From an optimization exercise on the open Yosys and OpenROAD flow, aimed at small area; shortcuts taken in it are not production practice.
RTL that was checked went through simulation tests only; none was proved equivalent to the original.
Function not checked in run 2: the RTL went through the layout flow alone.
Power is estimated from default activity; no workload was simulated.

==> design/flow/design.v <==
package cad_pkg;
  localparam int DATA_W = 8;
  localparam int PROD_W = 16;
  localparam int ACC_W = 20;
  localparam int KER_SIDE = 5;
  localparam int KER_TAPS = KER_SIDE * KER_SIDE;
  localparam int POOL_SIDE = 2;
  typedef logic signed [DATA_W-1:0] data_t;
  typedef logic signed [ACC_W-1:0] acc_t;
endpackage
`timescale 1ns/10ps
module cad_top #(
  parameter int IMG_SIDE = 8,
  parameter int IMG_COUNT = 2,
  parameter int KER_COUNT = 2,
  localparam int IMG_IDX_W = (IMG_COUNT > 1) ? $clog2(IMG_COUNT) : 1,
  localparam int KER_IDX_W = (KER_COUNT > 1) ? $clog2(KER_COUNT) : 1
) (
  input  logic                 clk,
  input  logic                 rst_n,
  input  logic                 i_in_valid,
  input  cad_pkg::data_t       i_matrix,
  input  logic                 i_start,
  input  logic [IMG_IDX_W-1:0] i_img_idx,
  input  logic [KER_IDX_W-1:0] i_ker_idx,
  output logic                 o_busy,
  output logic                 o_out_valid,
  output logic                 o_out_value
);
  logic [511:0] img0;
  logic [511:0] img1;
  logic [199:0] ker0;
  logic [199:0] ker1;
  logic [7:0] img0_tail;
  logic [7:0] img1_tail;
  logic [7:0] ker0_tail;
  logic [7:0] ker1_tail;
  assign img0_tail = img0[511:504];
  assign img1_tail = img1[511:504];
  assign ker0_tail = ker0[199:192];
  assign ker1_tail = ker1[199:192];
  logic       busy;
  logic       comp;      
  logic       img_sel;
  logic       ker_sel;
  logic [1:0] wseg;      
  logic [5:0] woff;      
  logic [5:0] rpos;      
  logic [4:0] kpos;      
  logic [4:0] outi;      
  logic       run;       
  logic [1:0] gap;       
  logic       cmp;
  logic       cmp_q;
  logic       mx_last;
  logic       out_valid;
  logic signed [19:0] acc;
  logic [20:0] mx;        
  logic wr;
  logic [5:0] rpos_init;
  logic [4:0] kpos_init;
  logic [4:0] kpos_goal;
  logic [6:0] sched;
  logic start_out;
  logic mac;
  logic img_step;
  logic ker_step;
  logic row_end;
  logic signed [7:0] pix;
  logic signed [7:0] kval;
  assign wr = i_in_valid && !busy;
  assign rpos_init = (wseg == {1'b0, img_sel}) ? woff : 6'd0;
  assign kpos_init = (wseg == {1'b1, ker_sel}) ? woff[4:0] : 5'd0;
  assign kpos_goal = outi[4] ? kpos_init : 5'd0;
  always_comb begin
    case (outi[3:0])
      4'd0:  sched = {1'b0, 6'd0};    
      4'd1:  sched = {1'b1, 6'd39};   
      4'd2:  sched = {1'b1, 6'd31};   
      4'd3:  sched = {1'b0, 6'd8};    
      4'd4:  sched = {1'b0, 6'd2};    
      4'd5:  sched = {1'b1, 6'd41};   
      4'd6:  sched = {1'b1, 6'd33};   
      4'd7:  sched = {1'b0, 6'd10};   
      4'd8:  sched = {1'b1, 6'd47};   
      4'd9:  sched = {1'b0, 6'd25};   
      4'd10: sched = {1'b0, 6'd16};   
      4'd11: sched = {1'b1, 6'd54};   
      4'd12: sched = {1'b0, 6'd27};   
      4'd13: sched = {1'b0, 6'd19};   
      4'd14: sched = {1'b1, 6'd56};   
      default: sched = {1'b1, 6'd48};   
    endcase
  end
  assign start_out = comp && !outi[4] && !run && kpos == 5'd0 && rpos == sched[5:0];
  assign mac = (run && gap == 2'd0) || start_out;
  assign img_step = comp && !(outi[4] && rpos == rpos_init);
  assign ker_step = mac || (comp && !run && kpos != kpos_goal);
  logic restored;
  assign restored = outi[4] && !img_step && kpos == kpos_init && !cmp && !cmp_q;
  assign row_end = (kpos == 5'd4) || (kpos == 5'd9) || (kpos == 5'd14) || (kpos == 5'd19);
  logic pol;
  logic img_rot, img_rot_n, ker_rot, ker_rot_n;
  logic en_i0, en_i1, en_k0, en_k1;
  logic en_i0_n, en_i1_n, en_k0_n, en_k1_n;
  logic [7:0] wdata;
  logic [7:0] head_i0, head_i1, head_k0, head_k1;
  always_ff @(posedge clk or negedge rst_n) begin
    if (!rst_n) pol <= 1'b0;
    else pol <= ~pol;
  end
  always_ff @(posedge clk) begin
    img_rot <= img_step;
    img_rot_n <= !img_step;
    ker_rot <= ker_step;
    ker_rot_n <= !ker_step;
  end
  assign en_i0 = (wr && wseg == 2'd0) || img_rot;
  assign en_i1 = (wr && wseg == 2'd1) || img_rot;
  assign en_k0 = (wr && wseg == 2'd2) || ker_rot;
  assign en_k1 = (wr && wseg == 2'd3) || ker_rot;
  assign en_i0_n = !(wr && wseg == 2'd0) && img_rot_n;
  assign en_i1_n = !(wr && wseg == 2'd1) && img_rot_n;
  assign en_k0_n = !(wr && wseg == 2'd2) && ker_rot_n;
  assign en_k1_n = !(wr && wseg == 2'd3) && ker_rot_n;
  assign wdata = i_matrix ^ {8{pol}};
  assign head_i0 = wr ? wdata : img0_tail;
  assign head_i1 = wr ? wdata : img1_tail;
  assign head_k0 = wr ? wdata : ker0_tail;
  assign head_k1 = wr ? wdata : ker1_tail;
  always_ff @(posedge clk) begin
    img0 <= ~(({512{en_i0_n}} | {img0[503:0], head_i0}) & ({512{en_i0}} | img0));
    img1 <= ~(({512{en_i1_n}} | {img1[503:0], head_i1}) & ({512{en_i1}} | img1));
    ker0 <= ~(({200{en_k0_n}} | {ker0[191:0], head_k0}) & ({200{en_k0}} | ker0));
    ker1 <= ~(({200{en_k1_n}} | {ker1[191:0], head_k1}) & ({200{en_k1}} | ker1));
  end
  always_ff @(posedge clk or negedge rst_n) begin
    if (!rst_n) begin
      wseg <= 2'd0;
      woff <= 6'd0;
    end else if (wr) begin
      if (woff == (wseg[1] ? 6'd24 : 6'd63)) begin
        woff <= 6'd0;
        wseg <= wseg + 2'd1;
      end else begin
        woff <= woff + 6'd1;
      end
    end
  end
  logic mac_q;
  logic tap_q;
  logic first_q;
  always_ff @(posedge clk) begin
    mac_q <= mac;
    tap_q <= sched[6];
    first_q <= (kpos == 5'd0);
  end
  always_comb begin
    case ({img_sel, tap_q})
      2'b00: pix = img0[511:504];
      2'b01: pix = img0[239:232];
      2'b10: pix = img1[511:504];
      default: pix = img1[239:232];
    endcase
    pix = pix ^ {8{pol}};
    if (!mac_q) pix = 8'sd0;
  end
  assign kval = (ker_sel ? ker1_tail : ker0_tail) ^ {8{pol}};
  localparam logic [19:0] BW_K = 20'hF8100;
  localparam logic [19:0] ACC_START = 20'(37 * BW_K);
  logic [19:0] acc_fb;
  logic [19:0] acc_nxt;
  assign acc_fb = first_q ? ACC_START : acc;
  logic pp_0_0, pp_0_1, pp_0_2, pp_0_3, pp_0_4, pp_0_5, pp_0_6, pp_0_7, pp_1_0, pp_1_1, pp_1_2, pp_1_3, pp_1_4, pp_1_5, pp_1_6, pp_1_7, pp_2_0, pp_2_1, pp_2_2, pp_2_3, pp_2_4, pp_2_5, pp_2_6, pp_2_7, pp_3_0, pp_3_1, pp_3_2, pp_3_3, pp_3_4, pp_3_5, pp_3_6, pp_3_7, pp_4_0, pp_4_1, pp_4_2, pp_4_3, pp_4_4, pp_4_5, pp_4_6, pp_4_7, pp_5_0, pp_5_1, pp_5_2, pp_5_3, pp_5_4, pp_5_5, pp_5_6, pp_5_7, pp_6_0, pp_6_1, pp_6_2, pp_6_3, pp_6_4, pp_6_5, pp_6_6, pp_6_7, pp_7_0, pp_7_1, pp_7_2, pp_7_3, pp_7_4, pp_7_5, pp_7_6, pp_7_7, hs1, hc2, fs3, fc4, hs5, hc6, fs7, fc8, fs9, fc10, hs11, hc12, fs13, fc14, fs15, fc16, hs17, hc18, fs19, fc20, fs21, fc22, fs23, fc24, hs25, hc26, fs27, fc28, hs29, hc30, fs31, fc32, fs33, fc34, fs35, fc36, fs37, fc38, fs39, fc40, fs41, fc42, fs43, fc44, fs45, fc46, fs47, fc48, fs49, fc50, fs51, fc52, fs53, fc54, fs55, fc56, fs57, fc58, fs59, fc60, hs61, hc62, fs63, fc64, fs65, fc66, fs67, fc68, fs69, fc70, fs71, fc72, fs73, fc74, fs75, fc76, fs77, fc78, fs79, fc80, fs81, fc82, fs83, fc84, hs85, hc86, fs87, fc88, fs89, fc90, fs91, fc92, fs93, fc94, fs95, fc96, fs97, fc98, fs99, fc100, fs101, fc102, fs103, fc104, fs105, fc106, fs107, fc108, fs109, fc110, fs111, fc112, hs113, hc114, fs115, fc116, fs117, fc118, fs119, fc120, fs121, fc122, fs123, fc124, fs125, fc126, fs127, fc128, fs129, fc130, fs131, fc132, fs133, fc134, fs135, fc136, fs137, fc138, fs139, fc140, fs141, fc142, fs143, fc144, hs145, hc146, hs147, hc148, hs149, hc150, hs151, hc152;
  assign pp_0_0 = (pix[0] & kval[0]);
  assign pp_0_1 = (pix[0] & kval[1]);
  assign pp_0_2 = (pix[0] & kval[2]);
  assign pp_0_3 = (pix[0] & kval[3]);
  assign pp_0_4 = (pix[0] & kval[4]);
  assign pp_0_5 = (pix[0] & kval[5]);
  assign pp_0_6 = (pix[0] & kval[6]);
  assign pp_0_7 = ~(pix[0] & kval[7]);
  assign pp_1_0 = (pix[1] & kval[0]);
  assign pp_1_1 = (pix[1] & kval[1]);
  assign pp_1_2 = (pix[1] & kval[2]);
  assign pp_1_3 = (pix[1] & kval[3]);
  assign pp_1_4 = (pix[1] & kval[4]);
  assign pp_1_5 = (pix[1] & kval[5]);
  assign pp_1_6 = (pix[1] & kval[6]);
  assign pp_1_7 = ~(pix[1] & kval[7]);
  assign pp_2_0 = (pix[2] & kval[0]);
  assign pp_2_1 = (pix[2] & kval[1]);
  assign pp_2_2 = (pix[2] & kval[2]);
  assign pp_2_3 = (pix[2] & kval[3]);
  assign pp_2_4 = (pix[2] & kval[4]);
  assign pp_2_5 = (pix[2] & kval[5]);
  assign pp_2_6 = (pix[2] & kval[6]);
  assign pp_2_7 = ~(pix[2] & kval[7]);
  assign pp_3_0 = (pix[3] & kval[0]);
  assign pp_3_1 = (pix[3] & kval[1]);
  assign pp_3_2 = (pix[3] & kval[2]);
  assign pp_3_3 = (pix[3] & kval[3]);
  assign pp_3_4 = (pix[3] & kval[4]);
  assign pp_3_5 = (pix[3] & kval[5]);
  assign pp_3_6 = (pix[3] & kval[6]);
  assign pp_3_7 = ~(pix[3] & kval[7]);
  assign pp_4_0 = (pix[4] & kval[0]);
  assign pp_4_1 = (pix[4] & kval[1]);
  assign pp_4_2 = (pix[4] & kval[2]);
  assign pp_4_3 = (pix[4] & kval[3]);
  assign pp_4_4 = (pix[4] & kval[4]);
  assign pp_4_5 = (pix[4] & kval[5]);
  assign pp_4_6 = (pix[4] & kval[6]);
  assign pp_4_7 = ~(pix[4] & kval[7]);
  assign pp_5_0 = (pix[5] & kval[0]);
  assign pp_5_1 = (pix[5] & kval[1]);
  assign pp_5_2 = (pix[5] & kval[2]);
  assign pp_5_3 = (pix[5] & kval[3]);
  assign pp_5_4 = (pix[5] & kval[4]);
  assign pp_5_5 = (pix[5] & kval[5]);
  assign pp_5_6 = (pix[5] & kval[6]);
  assign pp_5_7 = ~(pix[5] & kval[7]);
  assign pp_6_0 = (pix[6] & kval[0]);
  assign pp_6_1 = (pix[6] & kval[1]);
  assign pp_6_2 = (pix[6] & kval[2]);
  assign pp_6_3 = (pix[6] & kval[3]);
  assign pp_6_4 = (pix[6] & kval[4]);
  assign pp_6_5 = (pix[6] & kval[5]);
  assign pp_6_6 = (pix[6] & kval[6]);
  assign pp_6_7 = ~(pix[6] & kval[7]);
  assign pp_7_0 = ~(pix[7] & kval[0]);
  assign pp_7_1 = ~(pix[7] & kval[1]);
  assign pp_7_2 = ~(pix[7] & kval[2]);
  assign pp_7_3 = ~(pix[7] & kval[3]);
  assign pp_7_4 = ~(pix[7] & kval[4]);
  assign pp_7_5 = ~(pix[7] & kval[5]);
  assign pp_7_6 = ~(pix[7] & kval[6]);
  assign pp_7_7 = (pix[7] & kval[7]);
  assign hs1 = pp_0_5 ^ pp_1_4;
  assign hc2 = pp_0_5 & pp_1_4;
  assign fs3 = pp_0_6 ^ pp_1_5 ^ pp_2_4;
  assign fc4 = (pp_0_6 & pp_1_5) | (pp_0_6 & pp_2_4) | (pp_1_5 & pp_2_4);
  assign hs5 = pp_3_3 ^ pp_4_2;
  assign hc6 = pp_3_3 & pp_4_2;
  assign fs7 = pp_0_7 ^ pp_1_6 ^ pp_2_5;
  assign fc8 = (pp_0_7 & pp_1_6) | (pp_0_7 & pp_2_5) | (pp_1_6 & pp_2_5);
  assign fs9 = pp_3_4 ^ pp_4_3 ^ pp_5_2;
  assign fc10 = (pp_3_4 & pp_4_3) | (pp_3_4 & pp_5_2) | (pp_4_3 & pp_5_2);
  assign hs11 = pp_6_1 ^ pp_7_0;
  assign hc12 = pp_6_1 & pp_7_0;
  assign fs13 = pp_1_7 ^ pp_2_6 ^ pp_3_5;
  assign fc14 = (pp_1_7 & pp_2_6) | (pp_1_7 & pp_3_5) | (pp_2_6 & pp_3_5);
  assign fs15 = pp_4_4 ^ pp_5_3 ^ pp_6_2;
  assign fc16 = (pp_4_4 & pp_5_3) | (pp_4_4 & pp_6_2) | (pp_5_3 & pp_6_2);
  assign hs17 = pp_7_1 ^ acc_fb[8];
  assign hc18 = pp_7_1 & acc_fb[8];
  assign fs19 = pp_2_7 ^ pp_3_6 ^ pp_4_5;
  assign fc20 = (pp_2_7 & pp_3_6) | (pp_2_7 & pp_4_5) | (pp_3_6 & pp_4_5);
  assign fs21 = pp_5_4 ^ pp_6_3 ^ pp_7_2;
  assign fc22 = (pp_5_4 & pp_6_3) | (pp_5_4 & pp_7_2) | (pp_6_3 & pp_7_2);
  assign fs23 = pp_3_7 ^ pp_4_6 ^ pp_5_5;
  assign fc24 = (pp_3_7 & pp_4_6) | (pp_3_7 & pp_5_5) | (pp_4_6 & pp_5_5);
  assign hs25 = pp_0_3 ^ pp_1_2;
  assign hc26 = pp_0_3 & pp_1_2;
  assign fs27 = pp_0_4 ^ pp_1_3 ^ pp_2_2;
  assign fc28 = (pp_0_4 & pp_1_3) | (pp_0_4 & pp_2_2) | (pp_1_3 & pp_2_2);
  assign hs29 = pp_3_1 ^ pp_4_0;
  assign hc30 = pp_3_1 & pp_4_0;
  assign fs31 = pp_2_3 ^ pp_3_2 ^ pp_4_1;
  assign fc32 = (pp_2_3 & pp_3_2) | (pp_2_3 & pp_4_1) | (pp_3_2 & pp_4_1);
  assign fs33 = pp_5_0 ^ acc_fb[5] ^ hs1;
  assign fc34 = (pp_5_0 & acc_fb[5]) | (pp_5_0 & hs1) | (acc_fb[5] & hs1);
  assign fs35 = pp_5_1 ^ pp_6_0 ^ acc_fb[6];
  assign fc36 = (pp_5_1 & pp_6_0) | (pp_5_1 & acc_fb[6]) | (pp_6_0 & acc_fb[6]);
  assign fs37 = fs3 ^ hs5 ^ hc2;
  assign fc38 = (fs3 & hs5) | (fs3 & hc2) | (hs5 & hc2);
  assign fs39 = acc_fb[7] ^ fs7 ^ fs9;
  assign fc40 = (acc_fb[7] & fs7) | (acc_fb[7] & fs9) | (fs7 & fs9);
  assign fs41 = hs11 ^ fc4 ^ hc6;
  assign fc42 = (hs11 & fc4) | (hs11 & hc6) | (fc4 & hc6);
  assign fs43 = fs13 ^ fs15 ^ hs17;
  assign fc44 = (fs13 & fs15) | (fs13 & hs17) | (fs15 & hs17);
  assign fs45 = fc8 ^ fc10 ^ hc12;
  assign fc46 = (fc8 & fc10) | (fc8 & hc12) | (fc10 & hc12);
  assign fs47 = acc_fb[9] ^ fs19 ^ fs21;
  assign fc48 = (acc_fb[9] & fs19) | (acc_fb[9] & fs21) | (fs19 & fs21);
  assign fs49 = fc14 ^ fc16 ^ hc18;
  assign fc50 = (fc14 & fc16) | (fc14 & hc18) | (fc16 & hc18);
  assign fs51 = pp_6_4 ^ pp_7_3 ^ acc_fb[10];
  assign fc52 = (pp_6_4 & pp_7_3) | (pp_6_4 & acc_fb[10]) | (pp_7_3 & acc_fb[10]);
  assign fs53 = fs23 ^ fc20 ^ fc22;
  assign fc54 = (fs23 & fc20) | (fs23 & fc22) | (fc20 & fc22);
  assign fs55 = pp_4_7 ^ pp_5_6 ^ pp_6_5;
  assign fc56 = (pp_4_7 & pp_5_6) | (pp_4_7 & pp_6_5) | (pp_5_6 & pp_6_5);
  assign fs57 = pp_7_4 ^ acc_fb[11] ^ fc24;
  assign fc58 = (pp_7_4 & acc_fb[11]) | (pp_7_4 & fc24) | (acc_fb[11] & fc24);
  assign fs59 = pp_5_7 ^ pp_6_6 ^ pp_7_5;
  assign fc60 = (pp_5_7 & pp_6_6) | (pp_5_7 & pp_7_5) | (pp_6_6 & pp_7_5);
  assign hs61 = pp_0_2 ^ pp_1_1;
  assign hc62 = pp_0_2 & pp_1_1;
  assign fs63 = pp_2_1 ^ pp_3_0 ^ acc_fb[3];
  assign fc64 = (pp_2_1 & pp_3_0) | (pp_2_1 & acc_fb[3]) | (pp_3_0 & acc_fb[3]);
  assign fs65 = acc_fb[4] ^ fs27 ^ hs29;
  assign fc66 = (acc_fb[4] & fs27) | (acc_fb[4] & hs29) | (fs27 & hs29);
  assign fs67 = fs31 ^ fs33 ^ fc28;
  assign fc68 = (fs31 & fs33) | (fs31 & fc28) | (fs33 & fc28);
  assign fs69 = fs35 ^ fs37 ^ fc32;
  assign fc70 = (fs35 & fs37) | (fs35 & fc32) | (fs37 & fc32);
  assign fs71 = fs39 ^ fs41 ^ fc36;
  assign fc72 = (fs39 & fs41) | (fs39 & fc36) | (fs41 & fc36);
  assign fs73 = fs43 ^ fs45 ^ fc40;
  assign fc74 = (fs43 & fs45) | (fs43 & fc40) | (fs45 & fc40);
  assign fs75 = fs47 ^ fs49 ^ fc44;
  assign fc76 = (fs47 & fs49) | (fs47 & fc44) | (fs49 & fc44);
  assign fs77 = fs51 ^ fs53 ^ fc48;
  assign fc78 = (fs51 & fs53) | (fs51 & fc48) | (fs53 & fc48);
  assign fs79 = fs55 ^ fs57 ^ fc52;
  assign fc80 = (fs55 & fs57) | (fs55 & fc52) | (fs57 & fc52);
  assign fs81 = acc_fb[12] ^ fs59 ^ fc56;
  assign fc82 = (acc_fb[12] & fs59) | (acc_fb[12] & fc56) | (fs59 & fc56);
  assign fs83 = pp_6_7 ^ pp_7_6 ^ acc_fb[13];
  assign fc84 = (pp_6_7 & pp_7_6) | (pp_6_7 & acc_fb[13]) | (pp_7_6 & acc_fb[13]);
  assign hs85 = pp_0_1 ^ pp_1_0;
  assign hc86 = pp_0_1 & pp_1_0;
  assign fs87 = pp_2_0 ^ acc_fb[2] ^ hs61;
  assign fc88 = (pp_2_0 & acc_fb[2]) | (pp_2_0 & hs61) | (acc_fb[2] & hs61);
  assign fs89 = hs25 ^ fs63 ^ hc62;
  assign fc90 = (hs25 & fs63) | (hs25 & hc62) | (fs63 & hc62);
  assign fs91 = hc26 ^ fs65 ^ fc64;
  assign fc92 = (hc26 & fs65) | (hc26 & fc64) | (fs65 & fc64);
  assign fs93 = hc30 ^ fs67 ^ fc66;
  assign fc94 = (hc30 & fs67) | (hc30 & fc66) | (fs67 & fc66);
  assign fs95 = fc34 ^ fs69 ^ fc68;
  assign fc96 = (fc34 & fs69) | (fc34 & fc68) | (fs69 & fc68);
  assign fs97 = fc38 ^ fs71 ^ fc70;
  assign fc98 = (fc38 & fs71) | (fc38 & fc70) | (fs71 & fc70);
  assign fs99 = fc42 ^ fs73 ^ fc72;
  assign fc100 = (fc42 & fs73) | (fc42 & fc72) | (fs73 & fc72);
  assign fs101 = fc46 ^ fs75 ^ fc74;
  assign fc102 = (fc46 & fs75) | (fc46 & fc74) | (fs75 & fc74);
  assign fs103 = fc50 ^ fs77 ^ fc76;
  assign fc104 = (fc50 & fs77) | (fc50 & fc76) | (fs77 & fc76);
  assign fs105 = fc54 ^ fs79 ^ fc78;
  assign fc106 = (fc54 & fs79) | (fc54 & fc78) | (fs79 & fc78);
  assign fs107 = fc58 ^ fs81 ^ fc80;
  assign fc108 = (fc58 & fs81) | (fc58 & fc80) | (fs81 & fc80);
  assign fs109 = fc60 ^ fs83 ^ fc82;
  assign fc110 = (fc60 & fs83) | (fc60 & fc82) | (fs83 & fc82);
  assign fs111 = pp_7_7 ^ acc_fb[14] ^ fc84;
  assign fc112 = (pp_7_7 & acc_fb[14]) | (pp_7_7 & fc84) | (acc_fb[14] & fc84);
  assign hs113 = pp_0_0 ^ acc_fb[0];
  assign hc114 = pp_0_0 & acc_fb[0];
  assign fs115 = acc_fb[1] ^ hs85 ^ hc114;
  assign fc116 = (acc_fb[1] & hs85) | (acc_fb[1] & hc114) | (hs85 & hc114);
  assign fs117 = fs87 ^ hc86 ^ fc116;
  assign fc118 = (fs87 & hc86) | (fs87 & fc116) | (hc86 & fc116);
  assign fs119 = fs89 ^ fc88 ^ fc118;
  assign fc120 = (fs89 & fc88) | (fs89 & fc118) | (fc88 & fc118);
  assign fs121 = fs91 ^ fc90 ^ fc120;
  assign fc122 = (fs91 & fc90) | (fs91 & fc120) | (fc90 & fc120);
  assign fs123 = fs93 ^ fc92 ^ fc122;
  assign fc124 = (fs93 & fc92) | (fs93 & fc122) | (fc92 & fc122);
  assign fs125 = fs95 ^ fc94 ^ fc124;
  assign fc126 = (fs95 & fc94) | (fs95 & fc124) | (fc94 & fc124);
  assign fs127 = fs97 ^ fc96 ^ fc126;
  assign fc128 = (fs97 & fc96) | (fs97 & fc126) | (fc96 & fc126);
  assign fs129 = fs99 ^ fc98 ^ fc128;
  assign fc130 = (fs99 & fc98) | (fs99 & fc128) | (fc98 & fc128);
  assign fs131 = fs101 ^ fc100 ^ fc130;
  assign fc132 = (fs101 & fc100) | (fs101 & fc130) | (fc100 & fc130);
  assign fs133 = fs103 ^ fc102 ^ fc132;
  assign fc134 = (fs103 & fc102) | (fs103 & fc132) | (fc102 & fc132);
  assign fs135 = fs105 ^ fc104 ^ fc134;
  assign fc136 = (fs105 & fc104) | (fs105 & fc134) | (fc104 & fc134);
  assign fs137 = fs107 ^ fc106 ^ fc136;
  assign fc138 = (fs107 & fc106) | (fs107 & fc136) | (fc106 & fc136);
  assign fs139 = fs109 ^ fc108 ^ fc138;
  assign fc140 = (fs109 & fc108) | (fs109 & fc138) | (fc108 & fc138);
  assign fs141 = fs111 ^ fc110 ^ fc140;
  assign fc142 = (fs111 & fc110) | (fs111 & fc140) | (fc110 & fc140);
  assign fs143 = acc_fb[15] ^ fc112 ^ fc142;
  assign fc144 = (acc_fb[15] & fc112) | (acc_fb[15] & fc142) | (fc112 & fc142);
  assign hs145 = acc_fb[16] ^ fc144;
  assign hc146 = acc_fb[16] & fc144;
  assign hs147 = acc_fb[17] ^ hc146;
  assign hc148 = acc_fb[17] & hc146;
  assign hs149 = acc_fb[18] ^ hc148;
  assign hc150 = acc_fb[18] & hc148;
  assign hs151 = acc_fb[19] ^ hc150;
  assign hc152 = acc_fb[19] & hc150;
  assign acc_nxt = {hs151, hs149, hs147, hs145, fs143, fs141, fs139, fs137, fs135, fs133, fs131, fs129, fs127, fs125, fs123, fs121, fs119, fs117, fs115, hs113};
  always_ff @(posedge clk) begin
    acc <= acc_nxt;
  end
  always_ff @(posedge clk or negedge rst_n) begin
    if (!rst_n) begin
      busy <= 1'b0;
      comp <= 1'b0;
      outi <= 5'd0;
      run <= 1'b0;
      gap <= 2'd0;
      cmp <= 1'b0;
      cmp_q <= 1'b0;
    end else begin
      cmp <= 1'b0;
      cmp_q <= cmp;
      if (!busy) begin
        if (i_start) begin
          busy <= 1'b1;
          outi <= 5'd0;
          run <= 1'b0;
          gap <= 2'd0;
        end
      end else if (!comp) begin
        comp <= 1'b1;
      end else begin
        if (mac) begin
          if (kpos == 5'd24) begin
            run <= 1'b0;
            outi <= outi + 5'd1;
            cmp <= 1'b1;
          end else begin
            run <= 1'b1;
            if (row_end) gap <= 2'd3;
          end
        end else if (gap != 2'd0) begin
          gap <= gap - 2'd1;
        end
        if (restored && out_valid && mx_last) begin
          busy <= 1'b0;
          comp <= 1'b0;
        end
      end
    end
  end
  always_ff @(posedge clk) begin
    if (!busy && i_start) begin
      img_sel <= i_img_idx;
      ker_sel <= i_ker_idx;
    end
    if (busy && !comp) begin
      rpos <= rpos_init;
      kpos <= kpos_init;
    end else begin
      if (img_step) rpos <= rpos + 6'd1;
      if (ker_step) kpos <= (kpos == 5'd24) ? 5'd0 : kpos + 5'd1;
    end
  end
  assign mx_last = (mx[20:2] == 19'd0) && mx[1];
  logic acc_gt;
  always_comb begin
    acc_gt = 1'b0;
    for (int i = 0; i < 19; i++) begin
      acc_gt = (acc[i] & ~mx[i]) | (~(acc[i] ^ mx[i]) & acc_gt);
    end
    acc_gt = (~acc[19] & mx[19]) | (~(acc[19] ^ mx[19]) & acc_gt);
  end
  always_ff @(posedge clk) begin
    if (cmp_q && (outi[1:0] == 2'd1 || acc_gt)) begin
      mx <= {1'b1, acc};
    end else if (out_valid) begin
      mx <= {1'b0, mx[20:1]};
    end
  end
  always_ff @(posedge clk or negedge rst_n) begin
    if (!rst_n) begin
      out_valid <= 1'b0;
    end else if (cmp_q && outi[1:0] == 2'd0 && !outi[4]) begin
      out_valid <= 1'b1;
    end else if (comp && restored && !out_valid) begin
      out_valid <= 1'b1;
    end else if (out_valid && mx_last) begin
      out_valid <= 1'b0;
    end
  end
  assign o_busy = busy;
  assign o_out_valid = out_valid;
  assign o_out_value = mx[0];
endmodule
==> design/flow/run.sh <==
#!/bin/bash
# synth_recipe.tcl (not shown) runs the flow's synth.tcl, then flattens the netlist and writes it again
# the make line also repeats each setting of config.mk as NAME=value (left out here)
make -C /OpenROAD-flow-scripts/flow DESIGN_CONFIG=/design/flow/config.mk WORK_HOME=/design/flow/orfs CLKGATE_MAP_FILE= SYNTH_SCRIPT=/design/flow/synth_recipe.tcl finish
==> design/flow/config.mk <==
export PLATFORM = sky130hd
export DESIGN_NAME = cad_top
export DESIGN_NICKNAME = cad_top
export VERILOG_FILES = /design/flow/design.v
export SDC_FILE = /design/flow/constraint.sdc
export NUM_CORES = 4
export LEC_CHECK = 0
export ABC_AREA = 1
export CAP_MARGIN = 20
export CORE_MARGIN = 2
export CORE_UTILIZATION = 75
export CTS_CLUSTER_DIAMETER = 80
export CTS_CLUSTER_SIZE = 25
export PLACE_DENSITY = 0.86
export SLEW_MARGIN = 20
==> design/flow/constraint.sdc <==
create_clock -name core_clock -period 12.0 [get_ports {clk}]
set_input_delay 2.4000 -clock core_clock [delete_from_list [all_inputs] [get_ports {clk}]]
set_output_delay 2.4000 -clock core_clock [all_outputs]
set_load 0.01 [all_outputs]
==> out/qor.csv, run 1 <==
stage,metric,value,unit
critical_path,worst_ep_required_time,12.53,ns
route,top_layer_used,met4,
clocking,path_clk_slew,0.10,ns
synthesis,ys_warn_count,1,
cells_and_area,fin_util,79.59,%
cells_and_area,layout_common_cells,"dfxtp_1, o22ai_1, nand2_1",
route,via_per_inst,6.369,
die,initial_core_util,76.07,%
placement,hpwl,49.64,mm
timing,slew_violations,0,
placement,post-place-ws,1.992,ns
hold_path,hp-class,register to register,
route,dr_wl_met2,38.24,mm
placement,portBuffers,16,
clocking,clkLatencyLatePin,0.64,ns
outcome,status,"complete, no violations",
cells_and_area,final_common_cell,dfxtp_1,
clocking,htree_levels,3,
timing,fin_worst_skew,0.03348,ns
global_route,grt_pass1_wl,138.6,mm
timing,rsz0062_at_grt,no,
clocking,cts_tree,done,
route,wl_per_cell,17.99,um
die,die_w,251.7,um
synthesis,ys_ff_latch,1507,
critical_path,r2r_slack,2.00,ns
cells_and_area,syn2layout_area_growth,4.627,%
pwr,powerDensity,242.9,mW/mm^2
critical_path,cp_max_fo,25,
synthesis,syn_inst,4112,
timing,worst_pin_slew,1.073,ns
pwr,power.leakage,0.01906,uW
timing,fin_ws,2.000,ns
cells_and_area,nFillCells,3624,
flow_run,max-cap-violations,0,
route,dr_wl_met3,4.046,mm
global_route,grtUsageTotal,26.26,%
timing,final-hold-violation-count,0,
global_route,grt_pass1_vias,27510,
clocking,root_buffer,clkbuf_16,
die,die_area,0.06333,sq mm
cells_and_area,final_cells,4682,
timing,period_share,83.33,%
die,dieHeight,251.7,um
clocking,cts_resized,0,
timing,maxSlewHeadroom,28.45,%
route,drt-total-wl,84.21,mm
cells_and_area,insertedDiodeCount,0,
cells_and_area,fin_nets,4009,
die,fp-row-count,90,
critical_path,crit_type,register to register,
pwr,power.total,11690,uW
synthesis,ys_seq_area_share,66.55,%
cells_and_area,drive_gt1_share,3.538,%
clocking,clk_path_buf_depth,3,
global_route,grt_overflow,0,
route,antenna_left,0,
clocking,postCtsHoldBufs,0,
pwr,vdd_drop_max,286.1,uV
timing,fin_crit,10.00,ns
timing,finalSetupViolations,0,
synthesis,syn-cell-area,0.04600,sq mm
synthesis,avgSynthCellArea,11.19,sq um
route,drc,0,
timing,tns,0,ns
route,num_vias,29820,
critical_path,endpoint_kind,register,
global_route,antenna_found_initial,0,
route,drtIter0Drc,2641,
global_route,grt_max_degree,292,
route,wl_met1,40.33,mm
clocking,postCtsSetupBuffers,0,
critical_path,cp-start-kind,register,
die,io_pins,17,
placement,place_congestion,0.9090,
clocking,cts_made_buffers,72,
timing,fmax,100.0,MHz
synthesis,synth_nets,4235,
clocking,cts.sinks,1507,
placement,dp.cells,4593,
die,core,0.06047,sq mm
route,first_pass_iters,6,
critical_path,crit_arrival,10.53,ns
synthesis,synth_cell_type_count,43,
## layer usage
| layer | GRT usage [%] | vias up |
|---|---|---|
| met5 | 0 | - |
| li1 | - | 14790 |
| met3 | 4.385 | 99 |
| met1 | 39.70 | 14360 |
| met2 | 39.93 | 580 |
| met4 | 6.122 | 0 |
## logic make-up (layout without fill, tap and decap cells)
family	after synthesis	after routing	synth area share, %
flops	1507	1507	66.55
fa+ha+maj	109	109	3.993
xor+xnor	35	35	0.6664
simple gates	407	407	3.710
buf+inv	532	320	4.417
compound gates	1522	1522	20.67
## cell type report
| class | instances | area [sq um] | area share, % |
|---|---|---|---|
| inverter | 199 | 767.0 | 1.594 |
| sequential | 1507 | 30610 | 63.60 |
| tap | 782 | 978.4 | 2.033 |
| multi-input combinational | 2073 | 13390 | 27.82 |
| clock buffer | 79 | 1912 | 3.973 |
| timing repair buffer | 33 | 352.8 | 0.7332 |
| clock inverter | 9 | 120.1 | 0.2496 |
## final timing paths
kind / cells past startpoint / from / endpoint
worst max-delay path: 25 / pol$_DFF_PN0_ / acc[19]$_DFF_P_
worst min-delay path: 0 / cmp$_DFF_PN0_ / cmp_q$_DFF_PN0_
worst max register to register: 25 / pol$_DFF_PN0_ / acc[19]$_DFF_P_
worst min register to register: 0 / cmp$_DFF_PN0_ / cmp_q$_DFF_PN0_
max in group asynchronous: 1 / rst_n / outi[0]$_DFFE_PN0P_
min in group asynchronous: 1 / rst_n / gap[1]$_DFFE_PN0P_
## cell usage after synthesis
cell type	instances	area (sq um)
nor2_1	96	360.4
nand2_2	2	12.51
dfrtp_1	22	550.5
o22ai_1	1426	8921
nand4_1	6	37.54
nand2_1	229	859.6
clkinv_1	2	7.510
edfxtp_1	33	991.0
dfxtp_1	1452	29070
xor2_1	23	201.4
o2111ai_1	12	105.1
nor3_2	2	20.02
buf_2	1	5.000
buf_4	3	22.52
nor4_1	4	25.02
a21oi_2	1	8.760
or2_2	13	81.33
nor4_4	1	21.27
a2111oi_2	1	15.01
or4_1	1	7.510
inv_2	4	15.01
nand3b_1	1	7.510
o21ai_0	59	295.3
xnor2_1	12	105.1
ha_1	46	575.6
o32ai_1	2	17.52
fa_1	63	1261
a21oi_1	9	45.04
o211ai_1	2	15.01
nand3_1	42	210.2
nor3_4	1	16.27
a21oi_4	1	16.27
nor3_1	8	40.04
a31o_2	2	17.52
o21ai_2	1	8.760
buf_6	3	33.78
a221oi_1	2	17.52
clkbuf_1	291	1092
buf_1	35	131.4
o2bb2ai_1	1	8.760
o21ai_1	3	15.01
inv_1	193	724.4
nor3b_1	1	7.510
## per-stage QoR
stage	hold slack [ns]	cell area (sq um)
floorplan	0.3548	46000
global placement	0.3799	46070
detailed placement	0.3884	46070
CTS	0.4100	48100
global route	0.4217	48130
finish	0.4125	48130
## flip-flops by register name, summed over array words and instances, names as in the netlist, 6 cells and up
register	flops
img0	512
img1	512
woff	6
rpos	6
ker0	200
acc	20
ker1	200
mx	21
## power by group
part,total [uW],switching (uW),internal [uW]
clock,2640,1480,1160
sequential,6400,499,5900
combinational,2650,1470,1180
total,11700,3450,8240
## critical path, cell delays in order, from the launching register on
cell and delay [ns]:
dfrtp_1 0.54, inv_1 0.69, xor2_1 0.45, or2_2 0.42, fa_1 0.55, inv_1 0.07
fa_1 0.50, inv_1 0.05, fa_1 0.51, fa_1 0.17, inv_1 0.05, fa_1 0.44
fa_1 0.47, fa_1 0.46, fa_1 0.48, fa_1 0.47, fa_1 0.46, fa_1 0.48
fa_1 0.47, fa_1 0.47, fa_1 0.48, fa_1 0.44, ha_1 0.21, ha_1 0.20
ha_1 0.21, xnor2_1 0.13
==> inputs of run 2 (changes only) <==
--- a/design/flow/design.v
+++ b/design/flow/design.v
@@ -94,8 +94,12 @@
   end
-  assign start_out = comp && !outi[4] && !run && kpos == 5'd0 && rpos == sched[5:0];
+  logic rpos_hit;
+  logic kpos_hit;
+  assign rpos_hit = (rpos == (outi[4] ? rpos_init : sched[5:0]));
+  assign kpos_hit = (kpos == kpos_goal);
+  assign start_out = comp && !outi[4] && !run && kpos_hit && rpos_hit;
   assign mac = (run && gap == 2'd0) || start_out;
-  assign img_step = comp && !(outi[4] && rpos == rpos_init);
-  assign ker_step = mac || (comp && !run && kpos != kpos_goal);
+  assign img_step = comp && !(outi[4] && rpos_hit);
+  assign ker_step = mac || (comp && !run && !kpos_hit);
   logic restored;
-  assign restored = outi[4] && !img_step && kpos == kpos_init && !cmp && !cmp_q;
+  assign restored = outi[4] && !img_step && kpos_hit && !cmp && !cmp_q;
   assign row_end = (kpos == 5'd4) || (kpos == 5'd9) || (kpos == 5'd14) || (kpos == 5'd19);
==> run 2 against run 1 <==
Register-to-register slack improved by 0.19 ns. Clock skew is 0.014 ns lower. Still clean. Wire length is 0.58% lower. Final cell count barely moved. Synthesized cell count down 0.15%. Via count down 0.86%. Worst setup slack better by 0.19 ns. Synthesized area about the same. Fmax rose by 1.9%. Design area decreased by 0.12%. Non-clock buffer count up 2.
==> out/qor.csv, run 2 <==
stage,metric,value,unit
outcome,status,"complete, no violations",
clocking,cts.sinks,1507,
synthesis,ys_warn_count,1,
synthesis,synth-compound-area-share,20.50,%
global_route,grtUsageTotal,25.87,%
route,num_vias,29560,
synthesis,syn_inst,4106,
route,drtIter0Drc,2510,
timing,finalSetupViolations,0,
cells_and_area,fin_util,79.49,%
clocking,clk_path_buf_depth,3,
route,dr_wl_met3,3.205,mm
global_route,grt_pass1_wl,137.0,mm
synthesis,yosysTopAreaCell,dfxtp_1,
route,via_per_inst,6.318,
placement,place_congestion,0.8851,
synthesis,synthAdderAreaFrac,3.997,%
synthesis,async_flop_share,1.460,%
die,initial_core_util,75.99,%
flow_run,max-cap-violations,0,
critical_path,reg2regPathDepth,25,
pwr,power.leakage,0.01902,uW
synthesis,synth_top_cell_area_share,63.25,%
critical_path,crit_end,acc[19]$_DFF_P_,
critical_path,crit_arrival,10.35,ns
clocking,clkLatencyLatePin,0.63,ns
synthesis,synth_common_cells,"dfxtp_1, o22ai_1, clkbuf_1, nand2_1, inv_1",
cells_and_area,syn2layout_area_growth,4.604,%
synthesis,ys_seq_area_share,66.61,%
synthesis,synthTopCellsByArea,"dfxtp_1, o22ai_1, fa_1, clkbuf_1, edfxtp_1",
clocking,cts_tree,done,
clocking,cts_resized,0,
timing,final-hold-violation-count,0,
synthesis,ys_ff_latch,1507,
critical_path,cp_max_fo,25,
route,dr_wl_met2,39.29,mm
route,wl_met1,39.23,mm
clocking,htree_levels,3,
synthesis,synth_cell_type_count,41,
cells_and_area,layout_common_cells,"dfxtp_1, o22ai_1, nand2_1",
synthesis,synth-simple-area-share,3.817,%
timing,fin_worst_skew,0.01903,ns
pwr,powerDensity,264.5,mW/mm^2
route,wl_per_cell,17.89,um
route,drt-total-wl,83.73,mm
die,die_area,0.06327,sq mm
synthesis,synth_edf_count,33,
critical_path,crit_type,register to register,
clocking,postCtsSetupBuffers,0,
timing,fin_crit,9.811,ns
cells_and_area,final_common_cell,dfxtp_1,
synthesis,synth_most_common_cell,dfxtp_1,
synthesis,synth_nets,4229,
critical_path,r2r-start,pol$_DFF_PN0_,
synthesis,synth_top_family_by_area,compound AO/OA/AOI/OAI gates,
pwr,vdd_drop_max,267.5,uV
global_route,grt_overflow,0,
synthesis,synthFlopType,dfxtp_1,
critical_path,r2r-end,acc[19]$_DFF_P_,
die,core,0.06047,sq mm
synthesis,synthXorXnorAreaFrac,0.7433,%
critical_path,endpoint_kind,register,
global_route,grt_pass1_vias,27520,
placement,dpl_cell_area,0.04606,sq mm
timing,period_share,81.76,%
clocking,cts_made_buffers,71,
die,fp-row-count,90,
clocking,path_clk_slew,0.10,ns
global_route,grt_max_degree,240,
critical_path,r2r_slack,2.19,ns
cells_and_area,drive_gt1_share,3.670,%
timing,fmax,101.9,MHz
route,antenna_left,0,
placement,hpwl,49.22,mm
critical_path,cp-start-kind,register,
clocking,root_buffer,clkbuf_16,
die,dieHeight,251.5,um
timing,slew_violations,0,
die,die_w,251.5,um
die,io_pins,17,
global_route,antenna_found_initial,1,
critical_path,startpoint,pol$_DFF_PN0_,
timing,holdWs,0.4070,ns
cells_and_area,postLayoutCellArea,0.04807,sq mm
timing,maxSlewHeadroom,26.92,%
timing,worst_pin_slew,1.096,ns
clocking,postCtsHoldBufs,0,
cells_and_area,fin_nets,4004,
hold_path,hp-class,register to register,
synthesis,synth.mux.area_fraction,0,%
synthesis,syn-cell-area,0.04595,sq mm
timing,rsz0062_at_grt,no,
route,drc,0,
pwr,power.total,12720,uW
route,top_layer_used,met4,
timing,tns,0,ns
placement,portBuffers,16,
synthesis,avgSynthCellArea,11.19,sq um
route,first_pass_iters,6,
critical_path,worst_ep_required_time,12.54,ns
cells_and_area,biggestRegsByFlops,"img0 x512, img1 x512",
run 2: how the worst min path moves through the flow:
stage	from	end	slack, ns	cells past startpoint
final	cmp$_DFF_PN0_	cmp_q$_DFF_PN0_	0.41	0
after global routing	cmp$_DFF_PN0_	cmp_q$_DFF_PN0_	0.42	0
after CTS	cmp$_DFF_PN0_	cmp_q$_DFF_PN0_	0.40	0
after detailed placement	cmp$_DFF_PN0_	cmp_q$_DFF_PN0_	0.38	0
after global placement	cmp$_DFF_PN0_	cmp_q$_DFF_PN0_	0.37	0
after floorplan	cmp$_DFF_PN0_	cmp_q$_DFF_PN0_	0.35	0
run 2: final cells by class:
| class | instances | area (sq um) |
|---|---|---|
| well taps | 782 | 978.4 |
| clock buffers | 81 | 1837 |
| inverters | 193 | 744.5 |
| flip-flops and latches | 1507 | 30610 |
| clock inverters | 7 | 91.34 |
| multi-input cells | 2073 | 13390 |
| diodes | 1 | 2.502 |
| fillers | 3594 | 12400 |
| repair buffers | 35 | 412.9 |
run 2: kinds of logic (layout without fill, tap and decap cells):
family | Yosys count | count (layout)
AO/OA/AOI/OAI | 1513 | 1513
adder cells (fa/ha/maj) | 109 | 109
AND/OR/NAND/NOR | 412 | 412
XOR/XNOR | 39 | 39
buffers and inverters | 526 | 316
flip-flops | 1507 | 1507
other | 0 | 1
run 2: critical path: stages (launching register included):
cell and delay, ns:
dfrtp_1 0.55, inv_1 0.66, xor2_1 0.38, or2_2 0.40, fa_1 0.58, inv_1 0.07
fa_1 0.50, inv_1 0.06, fa_1 0.52, fa_1 0.16, inv_1 0.06, fa_1 0.44
fa_1 0.46, fa_1 0.46, fa_1 0.48, fa_1 0.46, fa_1 0.46, fa_1 0.46
fa_1 0.46, fa_1 0.47, fa_1 0.46, fa_1 0.43, ha_1 0.21, ha_1 0.21
ha_1 0.20, xnor2_1 0.12
run 2: per-layer routing:
layer	track usage [%]	vias to the layer above
met5	0	-
met4	7.466	0
met3	3.528	124
met2	41.47	477
met1	37.16	14210
li1	-	14750
run 2: where the power goes:
part | leakage, uW | internal, uW | switching, uW | total [uW]
sequential | 0.0135 | 6380 | 793 | 7180
clock | 0.000945 | 1110 | 1470 | 2570
combinational | 0.00455 | 1370 | 1590 | 2960
run 2: through the flow:
| stage | worst slack [ns] | std cells |
|---|---|---|
| floorplan | 2.800 | 4106 |
| global placement | 2.195 | 4586 |
| detailed placement | 2.137 | 4587 |
| CTS | 2.127 | 4675 |
| global route | 1.779 | 4678 |
| finish | 2.189 | 4679 |

==> what the ideal ports hide <==
How much do the figures lean on ideal ports? The routed layouts below were timed once more, with nothing changed but the port constraints. Step 1: set_driving_cell puts a clkbuf_16 on clk and a buf_2 on each other input, an assumption about the parent block. Step 2 adds t to the input delays and takes it off the output delays; t is the mean of the earliest and latest rising clock arrival at the registers after step 1. Input paths then give back, and output paths get back, about the clock's delay inside the block. Three values: ideal, step 1, step 2; two values: the first two.
| run | shift t [ns] | setup WS [ns] | worst data-port slew with drivers (ns) |
|---|---|---|---|
| run 1 | 0.689 | 2.000 / 2.000 / 2.000 | 0.06 |
| run 2 | 0.688 | 2.189 / 2.189 / 2.189 | 0.05 |
After both steps setup and hold are still met in every run listed.
